This design comes from an exercise in tuning for small area and a short achievable clock period on the open sky130 flow, not from production work.
In this exercise RTL edits were held to simulation tests only and were not proved equivalent to the original.

**flow/design.v**
```verilog
package mult_sched_pkg;
    localparam int A_W     = 28;
    localparam int B_W     = 32;
    localparam int P_W     = 60;
    localparam int MAX_REQ = 8;
    localparam int PTR_W   = 3;
    function automatic logic [MAX_REQ-1:0] rr_pick(input logic [MAX_REQ-1:0] eligible,
                                                   input logic [PTR_W-1:0]   ptr,
                                                   input int                 nreq);
        logic [MAX_REQ-1:0] grant;
        logic               found;
        int                 idx;
        grant = '0;
        found = 1'b0;
        for (int k = 0; k < MAX_REQ; k++) begin
            idx = (int'(ptr) + k) % nreq;
            if ((k < nreq) && !found && eligible[idx]) begin
                grant[idx] = 1'b1;
                found      = 1'b1;
            end
        end
        rr_pick = grant;
    endfunction
endpackage
import mult_sched_pkg::*;
module mult_pipe
#(
    parameter int LAT = 1
) (
    input  logic                  pclk,
    input  logic                  reset,
    input  logic [LAT-1:0]        en,
    input  logic signed [A_W-1:0] a,
    input  logic signed [B_W-1:0] b,
    output logic signed [P_W-1:0] p
);
    logic signed [P_W-1:0] prod_s;
    logic signed [P_W-1:0] stage_r [LAT];
    always_comb begin
        prod_s = $signed({{(P_W-A_W){a[A_W-1]}}, a}) * $signed({{(P_W-B_W){b[B_W-1]}}, b});
    end
    always_ff @(posedge pclk or posedge reset) begin
        if (reset) begin
            for (int k = 0; k < LAT; k++) begin
                stage_r[k] <= '0;
            end
        end else begin
            if (en[0]) begin
                stage_r[0] <= prod_s;
            end
            for (int k = 1; k < LAT; k++) begin
                if (en[k]) begin
                    stage_r[k] <= stage_r[k-1];
                end
            end
        end
    end
    assign p = stage_r[LAT-1];
endmodule
import mult_sched_pkg::*;
module mult_sched
#(
    parameter int NREQ = 4,
    parameter int LAT  = 1
) (
    input  logic                      pclk,
    input  logic                      reset,
    input  logic [NREQ-1:0]           req_valid,
    output logic [NREQ-1:0]           req_ready,
    input  logic [NREQ*A_W-1:0]       req_a,
    input  logic [NREQ*B_W-1:0]       req_b,
    input  logic [NREQ-1:0]           req_mask,
    output logic                      rsp_valid,
    output logic [$clog2(NREQ)-1:0]   rsp_id,
    output logic [P_W-1:0]            rsp_data,
    output logic                      busy
);
    localparam int IDW = $clog2(NREQ);
    logic [NREQ-1:0]       elig_s;
    logic [NREQ-1:0]       grant_s;
    logic [MAX_REQ-1:0]    pick_s;
    logic                  unused_pick_s;
    logic                  accept_s;
    logic [IDW-1:0]        g_idx_s;
    logic [IDW-1:0]        ptr_next_s;
    logic [IDW-1:0]        rr_ptr_r;
    logic signed [A_W-1:0] a_sel_s;
    logic signed [B_W-1:0] b_sel_s;
    logic signed [P_W-1:0] prod_s;
    logic [LAT-1:0]        stage_en_s;
    logic                  busy_next_s;
    logic                  busy_r;
    logic                  v_r  [LAT];
    logic [IDW-1:0]        id_r [LAT];
    always_comb begin
        elig_s   = req_valid & ~req_mask;
        pick_s   = mult_sched_pkg::rr_pick(MAX_REQ'(elig_s), PTR_W'(rr_ptr_r), NREQ);
        grant_s  = pick_s[NREQ-1:0];
        accept_s = |grant_s;
        g_idx_s  = '0;
        for (int i = 0; i < NREQ; i++) begin
            if (grant_s[i]) begin
                g_idx_s = IDW'(i);
            end else begin
                g_idx_s = g_idx_s;
            end
        end
        if (g_idx_s == IDW'(NREQ-1)) begin
            ptr_next_s = '0;
        end else begin
            ptr_next_s = g_idx_s + IDW'(1);
        end
        a_sel_s = req_a[g_idx_s*A_W +: A_W];
        b_sel_s = req_b[g_idx_s*B_W +: B_W];
        stage_en_s[0] = accept_s;
        for (int k = 1; k < LAT; k++) begin
            stage_en_s[k] = v_r[k-1];
        end
        busy_next_s = accept_s;
        for (int k = 0; k < LAT-1; k++) begin
            busy_next_s = busy_next_s | v_r[k];
        end
    end
    assign unused_pick_s = ^pick_s;
    mult_pipe #(.LAT(LAT)) u_mult (
        .pclk  (pclk),
        .reset (reset),
        .en    (stage_en_s),
        .a     (a_sel_s),
        .b     (b_sel_s),
        .p     (prod_s)
    );
    always_ff @(posedge pclk or posedge reset) begin
        if (reset) begin
            rr_ptr_r <= '0;
            busy_r   <= 1'b0;
            for (int k = 0; k < LAT; k++) begin
                v_r[k]  <= 1'b0;
                id_r[k] <= '0;
            end
        end else begin
            if (accept_s) begin
                rr_ptr_r <= ptr_next_s;
            end
            busy_r  <= busy_next_s;
            v_r[0]  <= accept_s;
            id_r[0] <= g_idx_s;
            for (int k = 1; k < LAT; k++) begin
                v_r[k]  <= v_r[k-1];
                id_r[k] <= id_r[k-1];
            end
        end
    end
    assign req_ready = reset ? '0 : grant_s;
    assign rsp_valid = v_r[LAT-1];
    assign rsp_id    = id_r[LAT-1];
    assign rsp_data  = prod_s;
    assign busy      = busy_r;
endmodule
```
**flow/run.sh**
```bash
#!/bin/bash
# synth_recipe.tcl (not shown) runs the flow's synth.tcl, then flattens the netlist and writes it again
# the make line also repeats each setting of config.mk as NAME=value (left out here)
make -C /OpenROAD-flow-scripts/flow DESIGN_CONFIG=/design/flow/config.mk WORK_HOME=/design/flow/orfs CLKGATE_MAP_FILE= SYNTH_SCRIPT=/design/flow/synth_recipe.tcl finish
```
**flow/config.mk**
```make
export PLATFORM = sky130hd
export DESIGN_NAME = mult_sched
export DESIGN_NICKNAME = mult_sched
export VERILOG_FILES = /design/flow/design.v
export SDC_FILE = /design/flow/constraint.sdc
export NUM_CORES = 4
export LEC_CHECK = 0
export CAP_MARGIN = 20
export CORE_MARGIN = 2
export CORE_UTILIZATION = 40
export SLEW_MARGIN = 20
```
**flow/constraint.sdc**
```tcl
create_clock -name core_clock -period 15.0 [get_ports {pclk}]
set_input_delay 3.0000 -clock core_clock [delete_from_list [all_inputs] [get_ports {pclk}]]
set_output_delay 3.0000 -clock core_clock [all_outputs]
set_load 0.01 [all_outputs]
```
==> impl_metrics.tcl <==
set metrics [dict create \
    status "finished clean" \
    synth.distinct_cells 72 \
    ys_ff_latch 65 \
    syn-cell-area_sq_um 36750 \
    initial_core_util_pct 40.22 \
    num_rows 111 \
    final_util_pct 45.54 \
    tightest_slew_ns 1.107 \
    wl_um 130600 \
    crit_fanout 22 \
    core_sq_um 91390 \
    dp.cells 5458 \
    vias_per_cell 5.350 \
    finalCritPeriodShare_pct 94.38 \
    clockBufferDepth 2 \
    critPathMaxStageDelay_ns 0.66 \
    synth_warnings 5 \
    grt_max_degree 75 \
    setup_slack_ns 0.8427 \
    dp_hpwl_um 110100 \
    synth_fp_nets 5410 \
    async_flop_share_pct 100.0 \
    dr.pass1.iters 6 \
    critPathLaunchType "input pin" \
    pre_cts_ws_ns 0.7650 \
    whs_ns 0.4774 \
    fmax_mhz 70.63 \
    area_delta_synth_final_pct 13.24 \
    cts_tree "yes" \
    postLayoutCellArea_sq_um 41620 \
    grt_util_met3_pct 6.272 \
    io_buffers 317 \
    antenna_found_initial 2 \
    synth_area_leaders "fa_1 50%, inv_1 9.0%, ha_1 6.8%" \
    grtUsageMet2_pct 45.45 \
    synth_flop_cell "dfrtp_1" \
    slowest_stage "mux2i_4" \
    setup_viol 0 \
    via_count 29290 \
    instances_no_fill 5475 \
    grt_remaining_overflow 0 \
    io_pins 318 \
    min_period_ns 14.16 \
    hold_viol_final 0 \
    drc_errors 0 \
    cts-buffers-inserted 9 \
    placed_cell_area_sq_um 41340 \
    cp_num_buf_inv 6 \
    synth_common_cells "927 x fa_1, 879 x inv_1, 583 x nor2_1" \
    cts.clk_slew.worst_paths_ns 0.06 \
    drive_above_1_share_pct 6.367 \
    grt.busiest_layer "met2" \
    required_ns 15.23 \
    root_buffer "clkbuf_16" \
    yosysMostFrequentCell "fa_1" \
    ant_nets 0 \
    synth_area_leader_cell "fa_1" \
    clock_latency_ns 0.36 \
    crit_path_frequent_cell "fa_1" \
    grt_pass1_vias 31240 \
    syn_area_per_cell_sq_um 9.116 \
    worst-setup-path-type "in -> reg" \
    seq_area_frac_synth_pct 4.426 \
    met1_usage_pct 36.31 \
    fin_nets 5661 \
    post_cts_buffers 0 \
    first_iter_violations 2128 \
    cts_sinks 65 \
    yosysTopAreaCellShare_pct 50.49 \
    critical-path-top-delay-family "adder cells" \
    cts-resized-gates 0 \
    netlist_instances 4032 \
    dieHeight_um 307.1 \
    wl_per_cell_um 23.86 \
    cts_hold_buf 0 \
    worstSetupEndpointType "register" \
    cap_viol_max_count 0 \
    grt_pass1_wl_um 195900 \
    slew_headroom_pct 24.75 \
    skew_ns 0.01012 \
    htreeDepth 3 \
    synth_edf_count 0 \
    hold_class "reg -> reg" \
    grt_usage_pct 28.38 \
    setup_tns_ns 0 \
    dieArea_sq_um 94330 \
    rsz0062_at_grt "false" \
    arrival_ns 14.39 \
    place.gp.congestion 0.9970 \
    die_x_um 307.1 \
    drv_slew 0 \
]
[state kept, by name (all words and copies together) (netlist names)]
register        flops
busy_r              1
u_mult.stage_r     60
id_r                2
rr_ptr_r            2
[kinds of logic (layout without fill, tap and decap cells)]
family / after synthesis / count (layout) / synth area share (%)
AO/OA/AOI/OAI: 314 / 314 / 5.712
XOR/XNOR: 58 / 58 / 1.382
adder cells (fa/ha/maj): 1128 / 1128 / 57.33
buffers and inverters: 1086 / 1342 / 12.45
flip-flops: 65 / 65 / 4.426
multiplexers: 168 / 168 / 5.399
other: 0 / 1 / 0
AND/OR/NAND/NOR: 1213 / 1213 / 13.30
[metal layers]
layer	up-vias	part of all wire, %
met5	-	0.010
met3	335	9.1
li1	12460	-
met4	2	6.2
met1	15190	39
met2	1306	46
[area by class of cell]
class                   instances  area (sq um)
fillers                      8957         49770
multi-input cells            2881         30700
repair buffers                444          4214
inverters                     882          3312
flip-flops and latches         65          1627
well taps                    1186          1484
clock buffers                  12         246.5
clock inverters                 4         28.78
diodes                          1         2.502
[placed cells by master, fill, tap and decap left out, drive strengths merged, types with 4 or more instances in the layout]
cell type / count
buf: 127
clkbuf: 12
nor3: 13
a211oi: 6
xor2: 26
o21a: 6
a31oi: 10
o21ai: 96
o31ai: 8
o211ai: 11
mux2i: 116
a22o: 6
a221o: 6
nor2b: 9
mux2: 50
and2: 9
nand2: 500
a21oi: 85
a21o: 40
nor4b: 5
or2: 9
dfrtp: 65
nand2b: 35
fa: 927
inv: 881
nor2: 583
and3: 8
nand3: 18
a21boi: 8
clkdlybuf4s50: 317
ha: 201
nand4: 11
nor3b: 4
o21bai: 7
xnor2: 32
a221oi: 6
[worst reg2reg max path: cells and delay by family (launching register included)]
kind | cells | cell delay (ns)
and+or+nand+nor | 4 | 0.78
buffers and inverters | 6 | 1.17
DFF | 1 | 0.62
AOI/OAI and AO/OA | 10 | 3.64
adders and majority gates | 10 | 4.60
muxes | 2 | 0.89
[path summary, 6_finish.rpt]
kind | from | cells after the start | to | slack (ns)
max in group asynchronous | reset | 3 | busy_r | 10.82
worst max register to register | rr_ptr_r[0] | 32 | u_mult.stage_r[0][58] | 3.16
worst min-delay path | u_mult.stage_r[0][5] | 2 | u_mult.stage_r[0][5] | 0.48
worst min register to register | u_mult.stage_r[0][5] | 2 | u_mult.stage_r[0][5] | 0.48
worst max-delay path | req_valid[2] | 33 | u_mult.stage_r[0][58] | 0.84
min in group asynchronous | reset | 2 | id_r[0][1] | 3.12

## re-timing with driven ports
Ports are ideal in the flow. The routed layout listed here was re-timed in OpenROAD. Step 1: set_driving_cell puts a clkbuf_16 on pclk and a buf_2 on each other input, an assumption about the parent block. Step 2 times the ports against the registers' clock, not the clock port: input delays grow and output delays shrink by t, the midpoint of the rising clock arrivals with the driver on. Three values: ideal ports, drivers, drivers and shift; two values: the first two.
t (ns): 0.412
setup WS [ns]: 0.843 / 0.850 / 0.438
worst setup path after step 2: input to register
After both steps this run still meets setup and hold. The setup slack of this run moves by +0.007 ns with the drivers and by -0.405 ns with both steps.
